What follows belongs to an exercise in optimizing a design on an open flow for small area; a production flow would make more cautious choices. In this exercise RTL edits were held to simulation tests only and were not proved equivalent to the original. No activity file was given, so power comes from the tool's default toggle rates.

--- design/flow/run.sh ---
#!/bin/bash
# synth_recipe.tcl (not shown) runs the flow's synth.tcl, then flattens the netlist and writes it again
# the make line also repeats each setting of config.mk as NAME=value (left out here)
make -C /OpenROAD-flow-scripts/flow DESIGN_CONFIG=/design/flow/config.mk WORK_HOME=/design/flow/orfs CLKGATE_MAP_FILE= SYNTH_SCRIPT=/design/flow/synth_recipe.tcl finish
--- design/flow/config.mk ---
export PLATFORM = sky130hd
export DESIGN_NAME = spi_slave_top
export DESIGN_NICKNAME = spi_slave_top
export VERILOG_FILES = /design/flow/design.v
export SDC_FILE = /design/flow/constraint.sdc
export NUM_CORES = 4
export LEC_CHECK = 0
export CAP_MARGIN = 20
export CORE_MARGIN = 2
export CORE_UTILIZATION = 40
export SLEW_MARGIN = 20
--- design/flow/constraint.sdc ---
create_clock -name core_clock -period 10.0 [get_ports {sclk_i}]
set_input_delay 2.0000 -clock core_clock [delete_from_list [all_inputs] [get_ports {sclk_i}]]
set_output_delay 2.0000 -clock core_clock [all_outputs]
set_load 0.01 [all_outputs]
--- design/flow/design.v ---
package spi_slave_pkg;
    localparam int unsigned byte_w         = 8;
    localparam int unsigned head_bytes     = 2;
    localparam int unsigned rd_dummy_bytes = 1;
    typedef logic [byte_w-1:0] byte_t;
    typedef logic [1:0]        bank_t;
    localparam bank_t bank_sys = 2'd0;
    localparam bank_t bank_pat = 2'd1;
    localparam bank_t bank_eep = 2'd2;
    localparam byte_t pat_last_addr   = 8'h7F;
    localparam byte_t erase_ctrl_addr = 8'h03;
    localparam byte_t led_reg_addr    = 8'h04;
    typedef struct packed {
        logic [2:0] rsvd;
        logic       rd;
        logic [3:0] bank_sel;
    } cmd_fields_t;
    typedef union packed {
        byte_t       raw;
        cmd_fields_t f;
    } cmd_u;
    typedef struct packed {
        byte_t data;
        byte_t idx;
    } rx_byte_t;
    typedef struct packed {
        logic  wr;
        logic  rd;
        bank_t bank;
        byte_t addr;
        byte_t wdata;
        logic  pat_arm;
    } reg_acc_t;
    function automatic byte_t default_rd(bank_t bank, byte_t addr);
        byte_t val;
        val = '0;
        if (bank == bank_sys && addr == 8'h00) val = 8'h94;
        if (bank == bank_sys && addr == 8'h01) val = 8'h25;
        if (bank == bank_eep && addr == 8'h04) val = 8'h0F;
        default_rd = val;
    endfunction
    function automatic logic is_writable(bank_t bank, byte_t addr);
        case (bank)
            bank_sys: is_writable = (addr == 8'h04) || (addr == 8'h05) ||
                                    (addr == 8'hF0) || (addr == 8'hF1);
            bank_pat: is_writable = 1'b1;
            bank_eep: is_writable = addr <= 8'h03;
            default:  is_writable = 1'b0;
        endcase
    endfunction
endpackage
module spi_bus_sampler (
    input  logic sclk_i,
    input  logic rst_n,
    input  logic sck_i,
    input  logic cs_n_i,
    input  logic mosi_i,
    output logic sck_rise_o,
    output logic sck_fall_o,
    output logic cs_start_o,
    output logic cs_active_o,
    output logic mosi_o
);
    typedef struct packed {
        logic sck;
        logic cs_n;
        logic mosi;
    } pins_t;
    localparam pins_t pins_idle = 3'b010;
    pins_t sync1_q;
    pins_t sync2_q;
    pins_t hist_q;
    always_ff @(posedge sclk_i or negedge rst_n) begin
        if (!rst_n) begin
            sync1_q     <= pins_idle;
            sync2_q     <= pins_idle;
            hist_q      <= pins_idle;
            sck_rise_o  <= 1'b0;
            sck_fall_o  <= 1'b0;
            cs_start_o  <= 1'b0;
            cs_active_o <= 1'b0;
            mosi_o      <= 1'b0;
        end
        else begin
            sync1_q     <= {sck_i, cs_n_i, mosi_i};
            sync2_q     <= sync1_q;
            hist_q      <= sync2_q;
            sck_rise_o  <= sync2_q.sck & ~hist_q.sck & ~sync2_q.cs_n;
            sck_fall_o  <= ~sync2_q.sck & hist_q.sck & ~sync2_q.cs_n;
            cs_start_o  <= ~sync2_q.cs_n & hist_q.cs_n;
            cs_active_o <= ~sync2_q.cs_n;
            mosi_o      <= sync2_q.mosi;
        end
    end
endmodule
module spi_byte_deserializer (
    input  logic                    sclk_i,
    input  logic                    rst_n,
    input  logic                    sck_rise_i,
    input  logic                    cs_start_i,
    input  logic                    mosi_i,
    output spi_slave_pkg::rx_byte_t rx_o,
    output logic                    rx_valid_o
);
    spi_slave_pkg::byte_t      shift_q;
    logic [2:0] bit_cnt_q;
    spi_slave_pkg::byte_t      idx_q;
    logic       byte_done;
    assign byte_done = sck_rise_i && (bit_cnt_q == 3'd7);
    always_ff @(posedge sclk_i or negedge rst_n) begin
        if (!rst_n) begin
            bit_cnt_q  <= '0;
            idx_q      <= '0;
            rx_valid_o <= 1'b0;
        end
        else if (cs_start_i) begin
            bit_cnt_q  <= '0;
            idx_q      <= '0;
            rx_valid_o <= 1'b0;
        end
        else begin
            rx_valid_o <= byte_done;
            if (sck_rise_i) begin
                bit_cnt_q <= bit_cnt_q + 3'd1;
            end
            if (byte_done && idx_q != 8'hFF) begin
                idx_q <= idx_q + 8'd1;
            end
        end
    end
    always_ff @(posedge sclk_i) begin
        if (sck_rise_i) begin
            shift_q <= {shift_q[6:0], mosi_i};
        end
        if (byte_done) begin
            rx_o <= {shift_q[6:0], mosi_i, idx_q};
        end
    end
endmodule
module spi_cmd_decoder (
    input  logic                    sclk_i,
    input  logic                    rst_n,
    input  spi_slave_pkg::rx_byte_t rx_i,
    input  logic                    rx_valid_i,
    input  logic                    cs_active_i,
    output spi_slave_pkg::reg_acc_t acc_o,
    output logic                    acc_valid_o,
    output spi_slave_pkg::byte_t    cmd_o
);
    spi_slave_pkg::cmd_u  cmd_q;
    spi_slave_pkg::byte_t addr_q;
    logic  pat_arm_q;
    spi_slave_pkg::bank_t cur_bank;
    logic  cur_rd;
    logic  is_cmd_byte;
    logic  is_addr_byte;
    logic  is_data_byte;
    logic  wr_ok;
    always_comb begin
        case (cmd_q.f.bank_sel)
            4'h8:    cur_bank = spi_slave_pkg::bank_sys;
            4'h4:    cur_bank = spi_slave_pkg::bank_pat;
            4'h2:    cur_bank = spi_slave_pkg::bank_eep;
            default: cur_bank = spi_slave_pkg::bank_sys;
        endcase
    end
    assign cur_rd       = cmd_q.f.rd;
    assign cmd_o        = cmd_q.raw;
    assign is_cmd_byte  = (rx_i.idx == 8'd0);
    assign is_addr_byte = (rx_i.idx == spi_slave_pkg::byte_t'(spi_slave_pkg::head_bytes - 1));
    assign is_data_byte = (rx_i.idx >= spi_slave_pkg::byte_t'(spi_slave_pkg::head_bytes));
    assign wr_ok        = !cur_rd && spi_slave_pkg::is_writable(cur_bank, addr_q);
    always_ff @(posedge sclk_i or negedge rst_n) begin
        if (!rst_n) begin
            cmd_q.raw   <= '0;
            addr_q      <= '0;
            pat_arm_q   <= 1'b0;
            acc_valid_o <= 1'b0;
        end
        else if (!cs_active_i) begin
            pat_arm_q   <= 1'b0;
            acc_valid_o <= 1'b0;
        end
        else begin
            acc_valid_o <= 1'b0;
            if (rx_valid_i && is_cmd_byte) begin
                cmd_q.raw <= rx_i.data;
            end
            else if (rx_valid_i && is_addr_byte) begin
                addr_q    <= rx_i.data;
                pat_arm_q <= !cur_rd && (cur_bank == spi_slave_pkg::bank_pat) && (rx_i.data == 8'h00);
                acc_valid_o <= cur_rd;
            end
            else if (rx_valid_i && is_data_byte) begin
                addr_q      <= addr_q + 8'd1;
                acc_valid_o <= cur_rd || wr_ok;
            end
        end
    end
    always_ff @(posedge sclk_i) begin
        if (rx_valid_i) begin
            acc_o.wr      <= wr_ok && is_data_byte;
            acc_o.rd      <= cur_rd && is_data_byte;
            acc_o.bank    <= cur_bank;
            acc_o.addr    <= addr_q;
            acc_o.wdata   <= rx_i.data;
            acc_o.pat_arm <= pat_arm_q;
        end
    end
endmodule
module spi_reg_bank (
    input  logic                    sclk_i,
    input  logic                    rst_n,
    input  spi_slave_pkg::reg_acc_t acc_i,
    input  logic                    acc_valid_i,
    input  logic                    cfg_rd_i,
    input  spi_slave_pkg::bank_t    cfg_bank_i,
    input  spi_slave_pkg::byte_t    cfg_addr_i,
    output spi_slave_pkg::byte_t    cfg_rdata_o,
    input  logic                    pat_done_clr_i,
    input  logic                    erase_done_clr_i,
    output spi_slave_pkg::byte_t    tx_byte_o,
    output logic                    tx_load_o,
    output logic                    pat_done_o,
    output logic                    erase_done_o,
    output spi_slave_pkg::byte_t    erase_ctrl_o,
    output logic [1:0]              led_o
);
    spi_slave_pkg::byte_t sys_q [4];
    spi_slave_pkg::byte_t eep_q [4];
    spi_slave_pkg::byte_t pat_mem [256];
    logic  wr_en;
    logic  pat_hit;
    logic  erase_hit;
    function automatic logic [1:0] sys_idx(spi_slave_pkg::byte_t addr);
        sys_idx = {addr[7], addr[0]};
    endfunction
    function automatic spi_slave_pkg::byte_t stored(spi_slave_pkg::bank_t bank, spi_slave_pkg::byte_t addr);
        spi_slave_pkg::byte_t val;
        case (bank)
            spi_slave_pkg::bank_sys: val = sys_q[sys_idx(addr)];
            spi_slave_pkg::bank_pat: val = pat_mem[addr];
            default:  val = eep_q[addr[1:0]];
        endcase
        stored = val;
    endfunction
    assign wr_en     = acc_valid_i && acc_i.wr;
    assign pat_hit   = wr_en && acc_i.pat_arm && (acc_i.bank == spi_slave_pkg::bank_pat) &&
                       (acc_i.addr == spi_slave_pkg::pat_last_addr);
    assign erase_hit = wr_en && (acc_i.bank == spi_slave_pkg::bank_eep) && (acc_i.addr == spi_slave_pkg::erase_ctrl_addr);
    assign led_o     = sys_q[sys_idx(spi_slave_pkg::led_reg_addr)][1:0];
    always_ff @(posedge sclk_i or negedge rst_n) begin
        if (!rst_n) begin
            for (int i = 0; i < 4; i++) begin
                sys_q[i] <= '0;
                eep_q[i] <= '0;
            end
        end
        else if (wr_en) begin
            case (acc_i.bank)
                spi_slave_pkg::bank_sys: sys_q[sys_idx(acc_i.addr)] <= acc_i.wdata;
                spi_slave_pkg::bank_eep: eep_q[acc_i.addr[1:0]] <= acc_i.wdata;
                default: ;
            endcase
        end
    end
    always_ff @(posedge sclk_i) begin
        if (wr_en && acc_i.bank == spi_slave_pkg::bank_pat) begin
            pat_mem[acc_i.addr] <= acc_i.wdata;
        end
    end
    always_ff @(posedge sclk_i or negedge rst_n) begin
        if (!rst_n) begin
            pat_done_o   <= 1'b0;
            erase_done_o <= 1'b0;
            erase_ctrl_o <= '0;
            cfg_rdata_o  <= '0;
            tx_load_o    <= 1'b0;
        end
        else begin
            if (pat_done_clr_i) begin
                pat_done_o <= 1'b0;
            end
            else if (pat_hit) begin
                pat_done_o <= 1'b1;
            end
            if (erase_done_clr_i) begin
                erase_done_o <= 1'b0;
            end
            else if (erase_hit) begin
                erase_done_o <= 1'b1;
            end
            if (erase_hit) begin
                erase_ctrl_o <= acc_i.wdata;
            end
            if (cfg_rd_i) begin
                cfg_rdata_o <= spi_slave_pkg::is_writable(cfg_bank_i, cfg_addr_i) ?
                               stored(cfg_bank_i, cfg_addr_i) : 8'h00;
            end
            tx_load_o <= acc_valid_i && !acc_i.wr;
        end
    end
    always_ff @(posedge sclk_i) begin
        if (acc_valid_i && acc_i.rd) begin
            tx_byte_o <= spi_slave_pkg::is_writable(acc_i.bank, acc_i.addr) ?
                         stored(acc_i.bank, acc_i.addr) : spi_slave_pkg::default_rd(acc_i.bank, acc_i.addr);
        end
        else if (acc_valid_i) begin
            tx_byte_o <= 8'h00;
        end
    end
endmodule
module spi_miso_serializer (
    input  logic                 sclk_i,
    input  logic                 rst_n,
    input  logic                 cs_start_i,
    input  logic                 cs_active_i,
    input  logic                 sck_fall_i,
    input  spi_slave_pkg::byte_t tx_byte_i,
    input  logic                 tx_load_i,
    output logic                 miso_o
);
    spi_slave_pkg::byte_t      pend_q;
    spi_slave_pkg::byte_t      shift_q;
    logic [2:0] fall_cnt_q;
    assign miso_o = shift_q[7];
    always_ff @(posedge sclk_i or negedge rst_n) begin
        if (!rst_n) begin
            pend_q     <= '0;
            shift_q    <= '0;
            fall_cnt_q <= '0;
        end
        else if (!cs_active_i || cs_start_i) begin
            pend_q     <= '0;
            shift_q    <= '0;
            fall_cnt_q <= '0;
        end
        else begin
            if (sck_fall_i) begin
                fall_cnt_q <= fall_cnt_q + 3'd1;
                if (fall_cnt_q == 3'd7) begin
                    shift_q <= pend_q;
                    pend_q  <= '0;
                end
                else begin
                    shift_q <= {shift_q[6:0], 1'b0};
                end
            end
            if (tx_load_i) begin
                pend_q <= tx_byte_i;
            end
        end
    end
endmodule
module spi_slave_top (
    input  logic                 sclk_i,
    input  logic                 rst_n,
    input  logic                 spi_sck_i,
    input  logic                 spi_cs_n_i,
    input  logic                 spi_mosi_i,
    output logic                 spi_miso_o,
    input  logic                 cfg_rd_i,
    input  spi_slave_pkg::bank_t cfg_bank_i,
    input  spi_slave_pkg::byte_t cfg_addr_i,
    output spi_slave_pkg::byte_t cfg_rdata_o,
    input  logic                 pat_done_clr_i,
    input  logic                 erase_done_clr_i,
    output logic                 pat_done_o,
    output logic                 erase_done_o,
    output spi_slave_pkg::byte_t erase_ctrl_o,
    output logic [1:0]           led_o,
    output spi_slave_pkg::byte_t cmd_o
);
    logic     sck_rise;
    logic     sck_fall;
    logic     cs_start;
    logic     cs_active;
    logic     mosi_s;
    spi_slave_pkg::rx_byte_t rx;
    logic     rx_valid;
    spi_slave_pkg::reg_acc_t acc;
    logic     acc_valid;
    spi_slave_pkg::byte_t    tx_byte;
    logic     tx_load;
    spi_bus_sampler u_sampler (
        .sclk_i      (sclk_i),
        .rst_n       (rst_n),
        .sck_i       (spi_sck_i),
        .cs_n_i      (spi_cs_n_i),
        .mosi_i      (spi_mosi_i),
        .sck_rise_o  (sck_rise),
        .sck_fall_o  (sck_fall),
        .cs_start_o  (cs_start),
        .cs_active_o (cs_active),
        .mosi_o      (mosi_s)
    );
    spi_byte_deserializer u_deser (
        .sclk_i     (sclk_i),
        .rst_n      (rst_n),
        .sck_rise_i (sck_rise),
        .cs_start_i (cs_start),
        .mosi_i     (mosi_s),
        .rx_o       (rx),
        .rx_valid_o (rx_valid)
    );
    spi_cmd_decoder u_decoder (
        .sclk_i      (sclk_i),
        .rst_n       (rst_n),
        .rx_i        (rx),
        .rx_valid_i  (rx_valid),
        .cs_active_i (cs_active),
        .acc_o       (acc),
        .acc_valid_o (acc_valid),
        .cmd_o       (cmd_o)
    );
    spi_reg_bank u_regs (
        .sclk_i           (sclk_i),
        .rst_n            (rst_n),
        .acc_i            (acc),
        .acc_valid_i      (acc_valid),
        .cfg_rd_i         (cfg_rd_i),
        .cfg_bank_i       (cfg_bank_i),
        .cfg_addr_i       (cfg_addr_i),
        .cfg_rdata_o      (cfg_rdata_o),
        .pat_done_clr_i   (pat_done_clr_i),
        .erase_done_clr_i (erase_done_clr_i),
        .tx_byte_o        (tx_byte),
        .tx_load_o        (tx_load),
        .pat_done_o       (pat_done_o),
        .erase_done_o     (erase_done_o),
        .erase_ctrl_o     (erase_ctrl_o),
        .led_o            (led_o)
    );
    spi_miso_serializer u_ser (
        .sclk_i      (sclk_i),
        .rst_n       (rst_n),
        .cs_start_i  (cs_start),
        .cs_active_i (cs_active),
        .sck_fall_i  (sck_fall),
        .tx_byte_i   (tx_byte),
        .tx_load_i   (tx_load),
        .miso_o      (spi_miso_o)
    );
endmodule
==> flow_summary.toml <==
[route]
drt_pre_antenna_iters = 8
detail_route.wl_per_cell_um = 38.5
num_vias = 60073
detail-route-antenna-nets = 0
dr.first_iter.drc_count = 9219
drt-vias-per-instance = 6.62
wirelength_mm = 349
post_detailed_route_drc_marker_count = 0

[global_routing]
antenna_found_initial = 15
first_global_vias = 58884
grtUsageTotal_pct = 26.0
global_route.overflow_total = 0
grt_start_max_net_pins = 256
grt_first_pass_wirelength_mm = 480

[critical_path]
cpLargestDelayFamily = "compound AO/OA/AOI/OAI gates"
timing.critical_path.to_type = "flip-flop"
critPathLaunchType = "input port"
r2r_setup_slack_ns = 4.73
critPathCapture = "u_regs.cfg_rdata_o[5]"
critical_path_class = "in2reg"
critical_path.max_fanout = 48
startpoint_of_the_worst_setup_timing_path = "cfg_addr_i[3]"
path_cells = "clkbuf_8 > buf_4 > and2_2 > a22oi_1 > a21oi_1 > a21oi_1 > o221a_2 > a211oi_1 > o31a_1"
reg2reg_depth = 8
crit-reg2reg-capture = "u_regs.tx_byte_o[6]"
crit_path_top_delay_cell = "sky130_fd_sc_hd__and2_2"
timing.critical_path.required_ns = 10.85
max_stage_delay_ns = 1.00
path_depth = 9
arrival_ns = 6.26
path_buf_inv = 2
critPathMostFrequentCell = "sky130_fd_sc_hd__a21oi_1"

[place]
port_buffers = 46
cell_area_reported_after_detailed_placement_sq_um = 110000
gpl_wtd_cong = 0.934
dpl_ws_ns = 3.87
dpl.hpwl_mm = 221

[floorplanning]
number_of_rows_in_the_core_area = 187
initial_utilization_pct = 40.3
die_area_sq_um = 266000
die_x_um = 516
die_h_um = 516
core_area_sq_um = 260000
top_level_ports = 47

[logic_synthesis]
synth.cells.most_frequent = "sky130_fd_sc_hd__edfxtp_1, sky130_fd_sc_hd__mux4_2, sky130_fd_sc_hd__nor2_1, sky130_fd_sc_hd__clkbuf_1, sky130_fd_sc_hd__mux2i_1"
most_area_hungry_cell_type_in_the_yosys_netlist = "sky130_fd_sc_hd__edfxtp_1"
yosys.cell_types.count = 69
most_common_flop_cell_mapped_by_yosys = "sky130_fd_sc_hd__edfxtp_1"
async_reset_ff_share_pct = 6.44
synthesis.yosys.warnings = 7
postSynthNetCount = 5283
synth_sequential_area_ratio_pct = 63.8
synth.cell_area_sq_um = 105000
syn_area_per_cell_sq_um = 19.9
netlist_top_cells_area = "sky130_fd_sc_hd__edfxtp_1, sky130_fd_sc_hd__mux4_2, sky130_fd_sc_hd__dfrtp_1, sky130_fd_sc_hd__mux2i_1, sky130_fd_sc_hd__nor2_1"
post_synthesis_cells = 5257
synth.most_common_cell = "sky130_fd_sc_hd__edfxtp_1"
yosys_register_bits = 2253
number_of_synthesized_flops_with_an_enable_pin = 2100
netlist.area_leader.share_pct = 60.2

[min_path]
worstHoldPathType = "reg2reg"
hold_path_startpoint = "u_sampler.sync1_q[0]"

[clocking]
ctsRootBufferMaster = "sky130_fd_sc_hd__clkbuf_16"
clock_insertion_delay_worst_skew_ns = 0.93
clock-sinks = 2253
cts_clock_pin_slew_for_the_worst_setup_and_hold_paths_ns = 0.06
cts_tree = "yes"
cts_made_buffers = 231
cts.path.max_buffers = 3
h-tree-depth = 4
post_cts.resized_instances = 0
postCtsHoldBufs = 0
post-cts-setup-buffers = 0

[timing]
timing.clock.skew_ns = 0.0970
period_minus_slack_ns = 5.42
fin_setup_tns_ns = 0
final_hold_fails = 0
drv_slew = 0
achievable-frequency_mhz = 185
slew-limit-headroom_pct = 13.4
final_setup_margin_ns = 4.58
setup_repair_after_global_routing_missed_its_margin = "false"
final.period_utilization_pct = 54.2
final-setup-viol-count = 0
worst-slew-pin-transition_ns = 1.30
final_hold_slack_ns = 0.351

[finish]
filler_cell_count = 21946
fin_nets = 5388
layout.cell_area.non_filler_sq_um = 117000
flow.area_growth_from_synthesis_pct = 12.1
post_route_cells_drive_above_1_share_pct = 35.1
fin_util_pct = 45.1

[outcome]
status = "no timing/DRC/antenna violations"

[power_and_ir_drop]
cellLeakagePower_nw = 37.9
maximum_vdd_drop_uv = 199
pwr_density_cell_nw_per_um2 = 167

[run]
timing.max_cap.violations = 0
==> cell families (layout without fill, tap and decap cells) <==
| group | Yosys count | in the layout | share of synthesized area, % |
|---|---|---|---|
| and+or+nand+nor | 717 | 717 | 3.06 |
| adders and majority gates | 8 | 8 | 0.0955 |
| buffers and inverters | 430 | 737 | 2.09 |
| AOI/OAI and AO/OA | 391 | 391 | 2.62 |
| DFF | 2253 | 2253 | 63.8 |
| xor gates and xnor gates | 8 | 8 | 0.0669 |
| other | 0 | 8 | 0 |
| muxes | 1450 | 1450 | 28.3 |
==> metrics by stage <==
| step | cells | total power [W] |
|---|---|---|
| 6_report | 9068 | 0.0196 |
| 5_1_grt | 9061 | 0.0200 |
| 4_1_cts | 9056 | 0.0196 |
| 3_5_place_dp | 8621 | 0.0111 |
| 3_3_place_gp | 8618 | 0.0111 |
| 2_1_floorplan | 5257 | 0.0108 |
==> layout make-up <==
class	count	area, sq um	area share [%]
Tap cell	3496	4370	3.72
Multi-Input combinational cell	2574	35900	30.6
Inverter	22	87.6	0.0746
Sequential cell	2253	66900	56.9
Timing Repair Buffer	280	2610	2.23
Clock inverter	153	1380	1.17
Antenna cell	8	20.0	0.0170
Clock buffer	282	6170	5.25
==> where the power goes <==
group | leakage [nW] | internal (W) | switching, W | total [W]
Sequential | 21.0 | 0.0102 | 0.0000153 | 0.0102
Combinational | 13.3 | 0.000303 | 0.000433 | 0.000736
Clock | 3.67 | 0.00483 | 0.00383 | 0.00866
==> per-layer routing <==
layer  GRT usage, %  routed length [um]  vias up
met2           39.8              161000     3941
met5              0                  45        -
met3           6.67               37900      741
li1               -                   -    22823
met4           11.6               17900        8
met1           35.2              132000    32560
==> worst min path at each step <==
stage | to | slack (ns) | cells past startpoint
after global placement | u_sampler.hist_q[0] | 0.34 | 0
after global routing | u_sampler.hist_q[0] | 0.37 | 0
after floorplan | u_sampler.hist_q[0] | 0.33 | 0
final | u_sampler.sync2_q[0] | 0.35 | 0
after detailed placement | u_sampler.sync2_q[0] | 0.34 | 0
after CTS | u_sampler.sync2_q[0] | 0.35 | 0
==> state kept, by name (all words and copies together) (netlist names), 16 cells and up, named ones only <==
name and cells:
u_regs.sys_q 32, u_regs.eep_q 32, u_regs.pat_mem 2048, u_decoder.acc_o 21
u_deser.rx_o 16
==> worst reg2reg max path: cells and delay by family, from the launching register on <==
| family | cells | cell delay [ns] |
|---|---|---|
| AOI/OAI and AO/OA | 2 | 0.96 |
| buffers and inverters | 2 | 1.28 |
| DFF | 1 | 0.73 |
| muxes | 3 | 1.82 |
| and+or+nand+nor | 1 | 0.22 |
==> placed cells by master (no fill, tap or decap), types with 11 or more instances in the layout <==
master and n:
sky130_fd_sc_hd__o22ai_1 19, sky130_fd_sc_hd__clkdlybuf4s50_1 37, sky130_fd_sc_hd__nand2b_1 23, sky130_fd_sc_hd__o221ai_1 22, sky130_fd_sc_hd__a221oi_1 15, sky130_fd_sc_hd__edfxtp_1 2100
sky130_fd_sc_hd__nor4_1 16, sky130_fd_sc_hd__a22o_1 19, sky130_fd_sc_hd__nor2_1 294, sky130_fd_sc_hd__mux4_2 1197, sky130_fd_sc_hd__a22oi_1 76, sky130_fd_sc_hd__nor2b_1 56
sky130_fd_sc_hd__dfrtp_1 142, sky130_fd_sc_hd__clkbuf_16 237, sky130_fd_sc_hd__mux2i_1 151, sky130_fd_sc_hd__a21oi_1 67, sky130_fd_sc_hd__clkinv_2 43, sky130_fd_sc_hd__mux2_2 102
sky130_fd_sc_hd__a211oi_1 42, sky130_fd_sc_hd__o21ai_0 47, sky130_fd_sc_hd__nor3_1 30, sky130_fd_sc_hd__bufinv_16 17, sky130_fd_sc_hd__clkinvlp_4 11, sky130_fd_sc_hd__nand3_1 51
sky130_fd_sc_hd__buf_4 202, sky130_fd_sc_hd__a31oi_1 21, sky130_fd_sc_hd__buf_12 26, sky130_fd_sc_hd__clkbuf_1 38, sky130_fd_sc_hd__clkinv_1 65, sky130_fd_sc_hd__nand2_1 135
sky130_fd_sc_hd__inv_1 19, sky130_fd_sc_hd__nor2_2 49

[static timing again, ports no longer ideal]
The results above use ideal ports. As a check the final layout listed here was re-extracted and re-timed, cells and wires unchanged.
Step 1 sets driving cells, clkbuf_16 on the clock port and buf_2 on the other inputs (assumed; they add their load-dependent delay and slew).
Step 2 times the ports against the registers' clock, not the clock port: input delays grow and output delays shrink by t, the midpoint of the rising clock arrivals with the driver on.
a / b / c = no drivers / after step 1 / after step 2; a / b = the first two.
shift t [ns]: 0.991
setup slack, ns: 4.582 / 4.649 / 3.658
hold slack, ns: 0.351 / 0.351 / 0.351
clock arrival spread, ns: 0.100 / 0.100
worst register clock-pin slew, ns: 0.07 / 0.07
After both steps this run still meets setup and hold. For this run, drivers alone change the setup slack by +0.067 ns; drivers and shift together by -0.924 ns.
